This is an optimization exercise on Yosys and OpenROAD, whose aim is small area, a short achievable clock period and few clock cycles per item, not a production implementation.
Power figures rest on the tool's default switching activity, not on a simulated workload.

==> run A <==
## goertzel_power_detect
module goertzel_power_detect #(
   parameter int OW       = 20,
   parameter int PW       = 2*OW+1,
   parameter int HOLD_ON  = 3,
   parameter int HOLD_OFF = 3
) (
   input  logic            i_clk,
   input  logic            i_rst,
   input  logic [2*OW-1:0] s_axis_tdata,
   input  logic            s_axis_tvalid,
   output logic            s_axis_tready,
   output logic [PW-1:0]   m_axis_tdata,
   output logic            m_axis_tuser,
   output logic            m_axis_tvalid,
   input  logic            m_axis_tready,
   input  logic [PW-1:0]   i_threshold,
   output logic            o_detect
);
export LEC_CHECK = 0
export CAP_MARGIN = 20
export CORE_MARGIN = 2
export CORE_UTILIZATION = 40
export CTS_BUF_LIST = sky130_fd_sc_hd__clkbuf_8
export SETUP_SLACK_MARGIN = 3.85
export SLEW_MARGIN = 20
export SYNTH_HIERARCHICAL = 1
export SYNTH_MINIMUM_KEEP_SIZE = 0
create_clock -name core_clock -period 8.0 [get_ports {i_clk}]
standard.sh (not shown) runs the stock make flow with config.mk's settings and CLKGATE_MAP_FILE= SYNTH_SCRIPT=/design/flow/synth_recipe.tcl, a recipe that flattens the netlist after the stock synthesis.
==> flow/flow/run.sh <==
#!/bin/bash
# Standard ORFS layout (the standard.sh, standard synthesis unchanged),
# with the port buffers made from the smallest buffer cell.
set -euo pipefail
bash standard.sh BUFFER_PORTS_ARGS="-buffer_cell sky130_fd_sc_hd__buf_1" finish > standard_flow.log 2>&1
==> inputs of run Y, as changes to run A <==
--- a/flow/design.v
+++ b/flow/design.v
@@ -19,13 +19,12 @@
 );
    localparam bit c_INREG  = 1'b1;
    localparam bit c_MIDREG = 1'b1;
    localparam bit c_INMUX  = 1'b1;
    localparam bit c_ABS    = 1'b1;
    localparam bit c_INV    = 1'b1;
-   localparam bit c_TREG   = 1'b0;
    localparam int c_HMAX = (HOLD_ON > HOLD_OFF) ? HOLD_ON : HOLD_OFF;
    localparam int c_CW   = (c_HMAX > 1) ? $clog2(c_HMAX) : 1;
    logic            w_en;
    logic            w_v1, w_v2;
    logic            r_v3;
    logic [OW-1:0]   x_re, x_im;
@@ -1796,22 +1795,12 @@
          assign w_v2    = w_v1;
          assign w_mid_q = w_mid_d;
       end
    endgenerate
    assign w_ra = {1'b0, 1'b0, w_mid_q[74], w_mid_q[72], w_mid_q[70], w_mid_q[68], w_mid_q[66], w_mid_q[64], w_mid_q[62], w_mid_q[60], w_mid_q[58], w_mid_q[56], w_mid_q[54], w_mid_q[52], w_mid_q[50], w_mid_q[48], w_mid_q[46], w_mid_q[44], w_mid_q[42], w_mid_q[40], w_mid_q[38], w_mid_q[36], w_mid_q[34], w_mid_q[32], w_mid_q[30], w_mid_q[28], w_mid_q[26], w_mid_q[24], w_mid_q[22], w_mid_q[20], w_mid_q[18], w_mid_q[16], w_mid_q[14], w_mid_q[12], w_mid_q[10], w_mid_q[8], w_mid_q[6], w_mid_q[4], w_mid_q[2], 1'b0, w_mid_q[0]} ^ 41'h6000000001;
    assign w_rb = {1'b0, 1'b0, w_mid_q[75], w_mid_q[73], w_mid_q[71], w_mid_q[69], w_mid_q[67], w_mid_q[65], w_mid_q[63], w_mid_q[61], w_mid_q[59], w_mid_q[57], w_mid_q[55], w_mid_q[53], w_mid_q[51], w_mid_q[49], w_mid_q[47], w_mid_q[45], w_mid_q[43], w_mid_q[41], w_mid_q[39], w_mid_q[37], w_mid_q[35], w_mid_q[33], w_mid_q[31], w_mid_q[29], w_mid_q[27], w_mid_q[25], w_mid_q[23], w_mid_q[21], w_mid_q[19], w_mid_q[17], w_mid_q[15], w_mid_q[13], w_mid_q[11], w_mid_q[9], w_mid_q[7], w_mid_q[5], w_mid_q[3], 1'b0, w_mid_q[1]} ^ 41'h4000000001;
-   logic [PW-1:0] w_thr;
-   generate
-      if (c_TREG) begin : g_treg
-         logic [PW-1:0] r_thr;
-         always_ff @(posedge i_clk) r_thr <= i_threshold;
-         assign w_thr = r_thr;
-      end else begin : g_ntreg
-         assign w_thr = i_threshold;
-      end
-   endgenerate
    assign w_sum = w_ra + w_rb;
    logic w_t1009;
    logic w_t1010;
    logic w_t1011;
    logic w_t1012;
    logic w_t1013;
@@ -1919,89 +1908,89 @@
    logic w_t1115;
    logic w_t1116;
    logic w_t1117;
    logic w_t1118;
    logic w_t1119;
    logic w_t1120;
-   goertzel_fa u_fa1011 (.i_a(w_mid_q[0]), .i_b(w_mid_q[1]), .i_c(w_thr[0]), .o_s(w_t1009), .o_c(w_t1010));
-   assign w_t1011 = ~w_thr[2];
+   goertzel_fa u_fa1011 (.i_a(w_mid_q[0]), .i_b(w_mid_q[1]), .i_c(i_threshold[0]), .o_s(w_t1009), .o_c(w_t1010));
+   assign w_t1011 = ~i_threshold[2];
    goertzel_fa u_fa1014 (.i_a(w_mid_q[2]), .i_b(w_mid_q[3]), .i_c(w_t1011), .o_s(w_t1012), .o_c(w_t1013));
-   assign w_t1014 = ~w_thr[3];
+   assign w_t1014 = ~i_threshold[3];
    goertzel_fa u_fa1017 (.i_a(w_mid_q[4]), .i_b(w_mid_q[5]), .i_c(w_t1014), .o_s(w_t1015), .o_c(w_t1016));
-   assign w_t1017 = ~w_thr[4];
+   assign w_t1017 = ~i_threshold[4];
    goertzel_fa u_fa1020 (.i_a(w_mid_q[6]), .i_b(w_mid_q[7]), .i_c(w_t1017), .o_s(w_t1018), .o_c(w_t1019));
-   assign w_t1020 = ~w_thr[5];
+   assign w_t1020 = ~i_threshold[5];
    goertzel_fa u_fa1023 (.i_a(w_mid_q[8]), .i_b(w_mid_q[9]), .i_c(w_t1020), .o_s(w_t1021), .o_c(w_t1022));
-   assign w_t1023 = ~w_thr[6];
+   assign w_t1023 = ~i_threshold[6];
    goertzel_fa u_fa1026 (.i_a(w_mid_q[10]), .i_b(w_mid_q[11]), .i_c(w_t1023), .o_s(w_t1024), .o_c(w_t1025));
-   assign w_t1026 = ~w_thr[7];
+   assign w_t1026 = ~i_threshold[7];
    goertzel_fa u_fa1029 (.i_a(w_mid_q[12]), .i_b(w_mid_q[13]), .i_c(w_t1026), .o_s(w_t1027), .o_c(w_t1028));
-   assign w_t1029 = ~w_thr[8];
+   assign w_t1029 = ~i_threshold[8];
    goertzel_fa u_fa1032 (.i_a(w_mid_q[14]), .i_b(w_mid_q[15]), .i_c(w_t1029), .o_s(w_t1030), .o_c(w_t1031));
-   assign w_t1032 = ~w_thr[9];
+   assign w_t1032 = ~i_threshold[9];
    goertzel_fa u_fa1035 (.i_a(w_mid_q[16]), .i_b(w_mid_q[17]), .i_c(w_t1032), .o_s(w_t1033), .o_c(w_t1034));
-   assign w_t1035 = ~w_thr[10];
+   assign w_t1035 = ~i_threshold[10];
    goertzel_fa u_fa1038 (.i_a(w_mid_q[18]), .i_b(w_mid_q[19]), .i_c(w_t1035), .o_s(w_t1036), .o_c(w_t1037));
-   assign w_t1038 = ~w_thr[11];
+   assign w_t1038 = ~i_threshold[11];
    goertzel_fa u_fa1041 (.i_a(w_mid_q[20]), .i_b(w_mid_q[21]), .i_c(w_t1038), .o_s(w_t1039), .o_c(w_t1040));
-   assign w_t1041 = ~w_thr[12];
+   assign w_t1041 = ~i_threshold[12];
    goertzel_fa u_fa1044 (.i_a(w_mid_q[22]), .i_b(w_mid_q[23]), .i_c(w_t1041), .o_s(w_t1042), .o_c(w_t1043));
-   assign w_t1044 = ~w_thr[13];
+   assign w_t1044 = ~i_threshold[13];
    goertzel_fa u_fa1047 (.i_a(w_mid_q[24]), .i_b(w_mid_q[25]), .i_c(w_t1044), .o_s(w_t1045), .o_c(w_t1046));
-   assign w_t1047 = ~w_thr[14];
+   assign w_t1047 = ~i_threshold[14];
    goertzel_fa u_fa1050 (.i_a(w_mid_q[26]), .i_b(w_mid_q[27]), .i_c(w_t1047), .o_s(w_t1048), .o_c(w_t1049));
-   assign w_t1050 = ~w_thr[15];
+   assign w_t1050 = ~i_threshold[15];
    goertzel_fa u_fa1053 (.i_a(w_mid_q[28]), .i_b(w_mid_q[29]), .i_c(w_t1050), .o_s(w_t1051), .o_c(w_t1052));
-   assign w_t1053 = ~w_thr[16];
+   assign w_t1053 = ~i_threshold[16];
    goertzel_fa u_fa1056 (.i_a(w_mid_q[30]), .i_b(w_mid_q[31]), .i_c(w_t1053), .o_s(w_t1054), .o_c(w_t1055));
-   assign w_t1056 = ~w_thr[17];
+   assign w_t1056 = ~i_threshold[17];
    goertzel_fa u_fa1059 (.i_a(w_mid_q[32]), .i_b(w_mid_q[33]), .i_c(w_t1056), .o_s(w_t1057), .o_c(w_t1058));
-   assign w_t1059 = ~w_thr[18];
+   assign w_t1059 = ~i_threshold[18];
    goertzel_fa u_fa1062 (.i_a(w_mid_q[34]), .i_b(w_mid_q[35]), .i_c(w_t1059), .o_s(w_t1060), .o_c(w_t1061));
-   assign w_t1062 = ~w_thr[19];
+   assign w_t1062 = ~i_threshold[19];
    goertzel_fa u_fa1065 (.i_a(w_mid_q[36]), .i_b(w_mid_q[37]), .i_c(w_t1062), .o_s(w_t1063), .o_c(w_t1064));
-   assign w_t1065 = ~w_thr[20];
+   assign w_t1065 = ~i_threshold[20];
    goertzel_fa u_fa1068 (.i_a(w_mid_q[38]), .i_b(w_mid_q[39]), .i_c(w_t1065), .o_s(w_t1066), .o_c(w_t1067));
-   assign w_t1068 = ~w_thr[21];
+   assign w_t1068 = ~i_threshold[21];
    goertzel_fa u_fa1071 (.i_a(w_mid_q[40]), .i_b(w_mid_q[41]), .i_c(w_t1068), .o_s(w_t1069), .o_c(w_t1070));
-   assign w_t1071 = ~w_thr[22];
+   assign w_t1071 = ~i_threshold[22];
    goertzel_fa u_fa1074 (.i_a(w_mid_q[42]), .i_b(w_mid_q[43]), .i_c(w_t1071), .o_s(w_t1072), .o_c(w_t1073));
-   assign w_t1074 = ~w_thr[23];
+   assign w_t1074 = ~i_threshold[23];
    goertzel_fa u_fa1077 (.i_a(w_mid_q[44]), .i_b(w_mid_q[45]), .i_c(w_t1074), .o_s(w_t1075), .o_c(w_t1076));
-   assign w_t1077 = ~w_thr[24];
+   assign w_t1077 = ~i_threshold[24];
    goertzel_fa u_fa1080 (.i_a(w_mid_q[46]), .i_b(w_mid_q[47]), .i_c(w_t1077), .o_s(w_t1078), .o_c(w_t1079));
-   assign w_t1080 = ~w_thr[25];
+   assign w_t1080 = ~i_threshold[25];
    goertzel_fa u_fa1083 (.i_a(w_mid_q[48]), .i_b(w_mid_q[49]), .i_c(w_t1080), .o_s(w_t1081), .o_c(w_t1082));
-   assign w_t1083 = ~w_thr[26];
+   assign w_t1083 = ~i_threshold[26];
    goertzel_fa u_fa1086 (.i_a(w_mid_q[50]), .i_b(w_mid_q[51]), .i_c(w_t1083), .o_s(w_t1084), .o_c(w_t1085));
-   assign w_t1086 = ~w_thr[27];
+   assign w_t1086 = ~i_threshold[27];
    goertzel_fa u_fa1089 (.i_a(w_mid_q[52]), .i_b(w_mid_q[53]), .i_c(w_t1086), .o_s(w_t1087), .o_c(w_t1088));
-   assign w_t1089 = ~w_thr[28];
+   assign w_t1089 = ~i_threshold[28];
    goertzel_fa u_fa1092 (.i_a(w_mid_q[54]), .i_b(w_mid_q[55]), .i_c(w_t1089), .o_s(w_t1090), .o_c(w_t1091));
-   assign w_t1092 = ~w_thr[29];
+   assign w_t1092 = ~i_threshold[29];
    goertzel_fa u_fa1095 (.i_a(w_mid_q[56]), .i_b(w_mid_q[57]), .i_c(w_t1092), .o_s(w_t1093), .o_c(w_t1094));
-   assign w_t1095 = ~w_thr[30];
+   assign w_t1095 = ~i_threshold[30];
    goertzel_fa u_fa1098 (.i_a(w_mid_q[58]), .i_b(w_mid_q[59]), .i_c(w_t1095), .o_s(w_t1096), .o_c(w_t1097));
-   assign w_t1098 = ~w_thr[31];
+   assign w_t1098 = ~i_threshold[31];
    goertzel_fa u_fa1101 (.i_a(w_mid_q[60]), .i_b(w_mid_q[61]), .i_c(w_t1098), .o_s(w_t1099), .o_c(w_t1100));
-   assign w_t1101 = ~w_thr[32];
+   assign w_t1101 = ~i_threshold[32];
    goertzel_fa u_fa1104 (.i_a(w_mid_q[62]), .i_b(w_mid_q[63]), .i_c(w_t1101), .o_s(w_t1102), .o_c(w_t1103));
-   assign w_t1104 = ~w_thr[33];
+   assign w_t1104 = ~i_threshold[33];
    goertzel_fa u_fa1107 (.i_a(w_mid_q[64]), .i_b(w_mid_q[65]), .i_c(w_t1104), .o_s(w_t1105), .o_c(w_t1106));
-   assign w_t1107 = ~w_thr[34];
+   assign w_t1107 = ~i_threshold[34];
    goertzel_fa u_fa1110 (.i_a(w_mid_q[66]), .i_b(w_mid_q[67]), .i_c(w_t1107), .o_s(w_t1108), .o_c(w_t1109));
-   assign w_t1110 = ~w_thr[35];
+   assign w_t1110 = ~i_threshold[35];
    goertzel_fa u_fa1113 (.i_a(w_mid_q[68]), .i_b(w_mid_q[69]), .i_c(w_t1110), .o_s(w_t1111), .o_c(w_t1112));
-   assign w_t1113 = ~w_thr[36];
+   assign w_t1113 = ~i_threshold[36];
    goertzel_fa u_fa1116 (.i_a(w_mid_q[70]), .i_b(w_mid_q[71]), .i_c(w_t1113), .o_s(w_t1114), .o_c(w_t1115));
    assign w_t1116 = ~w_mid_q[73];
-   goertzel_fa u_fa1119 (.i_a(w_mid_q[72]), .i_b(w_t1116), .i_c(w_thr[37]), .o_s(w_t1117), .o_c(w_t1118));
-   goertzel_fa u_fa1121 (.i_a(w_mid_q[74]), .i_b(w_mid_q[75]), .i_c(w_thr[38]), .o_s(w_t1119), .o_c(w_t1120));
+   goertzel_fa u_fa1119 (.i_a(w_mid_q[72]), .i_b(w_t1116), .i_c(i_threshold[37]), .o_s(w_t1117), .o_c(w_t1118));
+   goertzel_fa u_fa1121 (.i_a(w_mid_q[74]), .i_b(w_mid_q[75]), .i_c(i_threshold[38]), .o_s(w_t1119), .o_c(w_t1120));
    logic [PW-1:0] w_sp, w_kp;
    logic [PW:0]   w_cmp;
-   assign w_sp  = {w_thr[40], w_thr[39], w_t1119, w_t1117, w_t1114, w_t1111, w_t1108, w_t1105, w_t1102, w_t1099, w_t1096, w_t1093, w_t1090, w_t1087, w_t1084, w_t1081, w_t1078, w_t1075, w_t1072, w_t1069, w_t1066, w_t1063, w_t1060, w_t1057, w_t1054, w_t1051, w_t1048, w_t1045, w_t1042, w_t1039, w_t1036, w_t1033, w_t1030, w_t1027, w_t1024, w_t1021, w_t1018, w_t1015, w_t1012, w_thr[1], w_t1009} ^ 41'h1e000000003;
+   assign w_sp  = {i_threshold[40], i_threshold[39], w_t1119, w_t1117, w_t1114, w_t1111, w_t1108, w_t1105, w_t1102, w_t1099, w_t1096, w_t1093, w_t1090, w_t1087, w_t1084, w_t1081, w_t1078, w_t1075, w_t1072, w_t1069, w_t1066, w_t1063, w_t1060, w_t1057, w_t1054, w_t1051, w_t1048, w_t1045, w_t1042, w_t1039, w_t1036, w_t1033, w_t1030, w_t1027, w_t1024, w_t1021, w_t1018, w_t1015, w_t1012, i_threshold[1], w_t1009} ^ 41'h1e000000003;
    assign w_kp  = {1'b0, 1'b0, w_t1120, w_t1118, w_t1115, w_t1112, w_t1109, w_t1106, w_t1103, w_t1100, w_t1097, w_t1094, w_t1091, w_t1088, w_t1085, w_t1082, w_t1079, w_t1076, w_t1073, w_t1070, w_t1067, w_t1064, w_t1061, w_t1058, w_t1055, w_t1052, w_t1049, w_t1046, w_t1043, w_t1040, w_t1037, w_t1034, w_t1031, w_t1028, w_t1025, w_t1022, w_t1019, w_t1016, w_t1013, 1'b0, w_t1010} ^ 41'h6000000001;
    assign w_cmp = {1'b0, w_sp} + {w_kp, 1'b1};
    assign w_hit = w_cmp[PW];
    always_ff @(posedge i_clk) begin
       if (i_rst)     r_v3 <= 1'b0;
       else if (w_en) r_v3 <= w_v2;
@@ -2060,26 +2049,27 @@
    parameter bit INV = 1'b0    
 ) (
    input  logic [W-1:0] i_x,
    output logic [W-1:0] o_m
 );
    localparam int c_L = $clog2(W);
-   logic [W-1:0] w_o [0:c_L];
-   logic [W-1:0] w_f;
+   logic [W-1:0] w_y, w_c;
+   logic [W-1:0] w_p [0:c_L];
+   assign w_y = i_x ^ {W{i_x[W-1]}};
    always_comb begin
-      w_o[0] = i_x;
+      w_p[0] = w_y;
       for (int k = 1; k <= c_L; k++) begin
          for (int i = 0; i < W; i++) begin
-            if (i >= (1 << (k - 1))) w_o[k][i] = w_o[k-1][i] | w_o[k-1][i - (1 << (k - 1))];
-            else                     w_o[k][i] = w_o[k-1][i];
+            if (i >= (1 << (k - 1))) w_p[k][i] = w_p[k-1][i] & w_p[k-1][i - (1 << (k - 1))];
+            else                     w_p[k][i] = w_p[k-1][i];
          end
       end
-      w_f[0] = 1'b0;
-      for (int i = 1; i < W; i++) w_f[i] = i_x[W-1] & w_o[c_L][i-1];
+      w_c[0] = i_x[W-1];
+      for (int i = 1; i < W; i++) w_c[i] = i_x[W-1] & w_p[c_L][i-1];
    end
-   assign o_m = i_x ^ w_f ^ {W{INV}};
+   assign o_m = w_y ^ w_c ^ {W{INV}};
 endmodule
 module goertzel_ha (
    input  logic i_a,
    input  logic i_b,
    output logic o_s,
    output logic o_c
Settings changed: CAP_MARGIN 20 to 0, SETUP_SLACK_MARGIN 3.85 to 4.0, SLEW_MARGIN 20 to 0.
==> inputs of run D, as changes to run A <==
--- a/flow/design.v
+++ b/flow/design.v
@@ -19,13 +19,13 @@
 );
    localparam bit c_INREG  = 1'b1;
    localparam bit c_MIDREG = 1'b1;
    localparam bit c_INMUX  = 1'b1;
    localparam bit c_ABS    = 1'b1;
    localparam bit c_INV    = 1'b1;
-   localparam bit c_TREG   = 1'b0;
+   localparam bit c_TREG   = 1'b1;
    localparam int c_HMAX = (HOLD_ON > HOLD_OFF) ? HOLD_ON : HOLD_OFF;
    localparam int c_CW   = (c_HMAX > 1) ? $clog2(c_HMAX) : 1;
    logic            w_en;
    logic            w_v1, w_v2;
    logic            r_v3;
    logic [OW-1:0]   x_re, x_im;
Settings changed: SETUP_SLACK_MARGIN 3.85 to 4.1.
==> qor summary <==
Mux contribution to synthesized area: run Y 2.72%; run D 2.65%; run A 2.77%
Post-CTS repair timing setup buffer count: run Y 0; run D 3; run A 1
Die Ht: run Y 217 um; run D 219 um; run A 215 um
Synthesized area divided by synthesized cell count: run Y 11.1 um^2; run D 11.4 um^2; run A 11.2 um^2
Hold Path Depth: run Y 2; run D 0; run A 2
Wire length on met1: run Y 19600 um; run D 19700 um; run A 19200 um
Sequential cell count: run Y 163; run D 204; run A 163
Final cell utilization of the core: run Y 44.2%; run D 45.5%; run A 43.7%
Met3 global-route usage: run Y 5.19%; run D 3.65%; run A 3.69%
Final nets: run Y 2230; run D 2260; run A 2188
Fill cell count: run Y 4154; run D 4235; run A 4205
Number of sinks driven by the clock tree: run Y 163; run D 204; run A 163
Via count of the first global-routing pass: run Y 13500; run D 13700; run A 13500
Cell-internal power: run Y 4.63 mW; run D 5.05 mW; run A 4.57 mW
Vias per cell: run Y 5.37; run D 5.27; run A 5.32
Worst flop-to-flop path startpoint: run Y g_in.r_im[10]; run D g_in.r_im[0]; run A g_in.r_re[8]
Met1 Usage GRT: run Y 26.6%; run D 26.0%; run A 27.4%
Crit-path max FO: run Y 4; run D 2; run A 12
Critical path capture point type: run Y output port; run D output port; run A flip-flop
Met3 WL post-DR: run Y 3230 um; run D 2940 um; run A 2800 um
Antenna diode count: run Y 0; run D 0; run A 1
Maximum number of pins on one net before global-route repair: run Y 65; run D 70; run A 74
Area share of the largest cell type after synthesis: run Y 38.2%; run D 37.2%; run A 38.9%
Result of the run: run Y timing/DRC/antenna clean; run D timing/DRC/antenna clean; run A timing/DRC/antenna clean
Final std cells w/o fill: run Y 2310; run D 2369; run A 2271
No run of this note included a check of the RTL's function; only the layout flow was run.

port drivers added, routing unchanged:
How much do the figures lean on ideal ports? The routed layouts below were timed once more, with nothing changed but the port constraints. Step 1 sets driving cells, clkbuf_16 on the clock port and buf_2 on the other inputs (assumed; they add their load-dependent delay and slew). Step 2 also shifts input and output timing later by t, the mid clock arrival at the registers, as if the neighbouring blocks saw the same clock. a / b / c = no drivers / after step 1 / after step 2; a / b = the first two.
run | t (ns) | setup WS [ns] | worst register clock-pin slew, ns | pins driven straight from the clock port
run A | 0.561 | 3.973 / 3.973 / 3.568 | 0.10 / 0.10 | 1
run Y | 0.570 | 4.039 / 4.017 / 3.552 | 0.11 / 0.11 | 1
run D | 0.623 | 4.138 / 4.089 / 4.089 | 0.07 / 0.07 | 1
After both steps setup and hold are still met in every run listed. The setup slack of run Y, which loses most, moves by -0.022 ns with the drivers and by -0.487 ns with both steps.
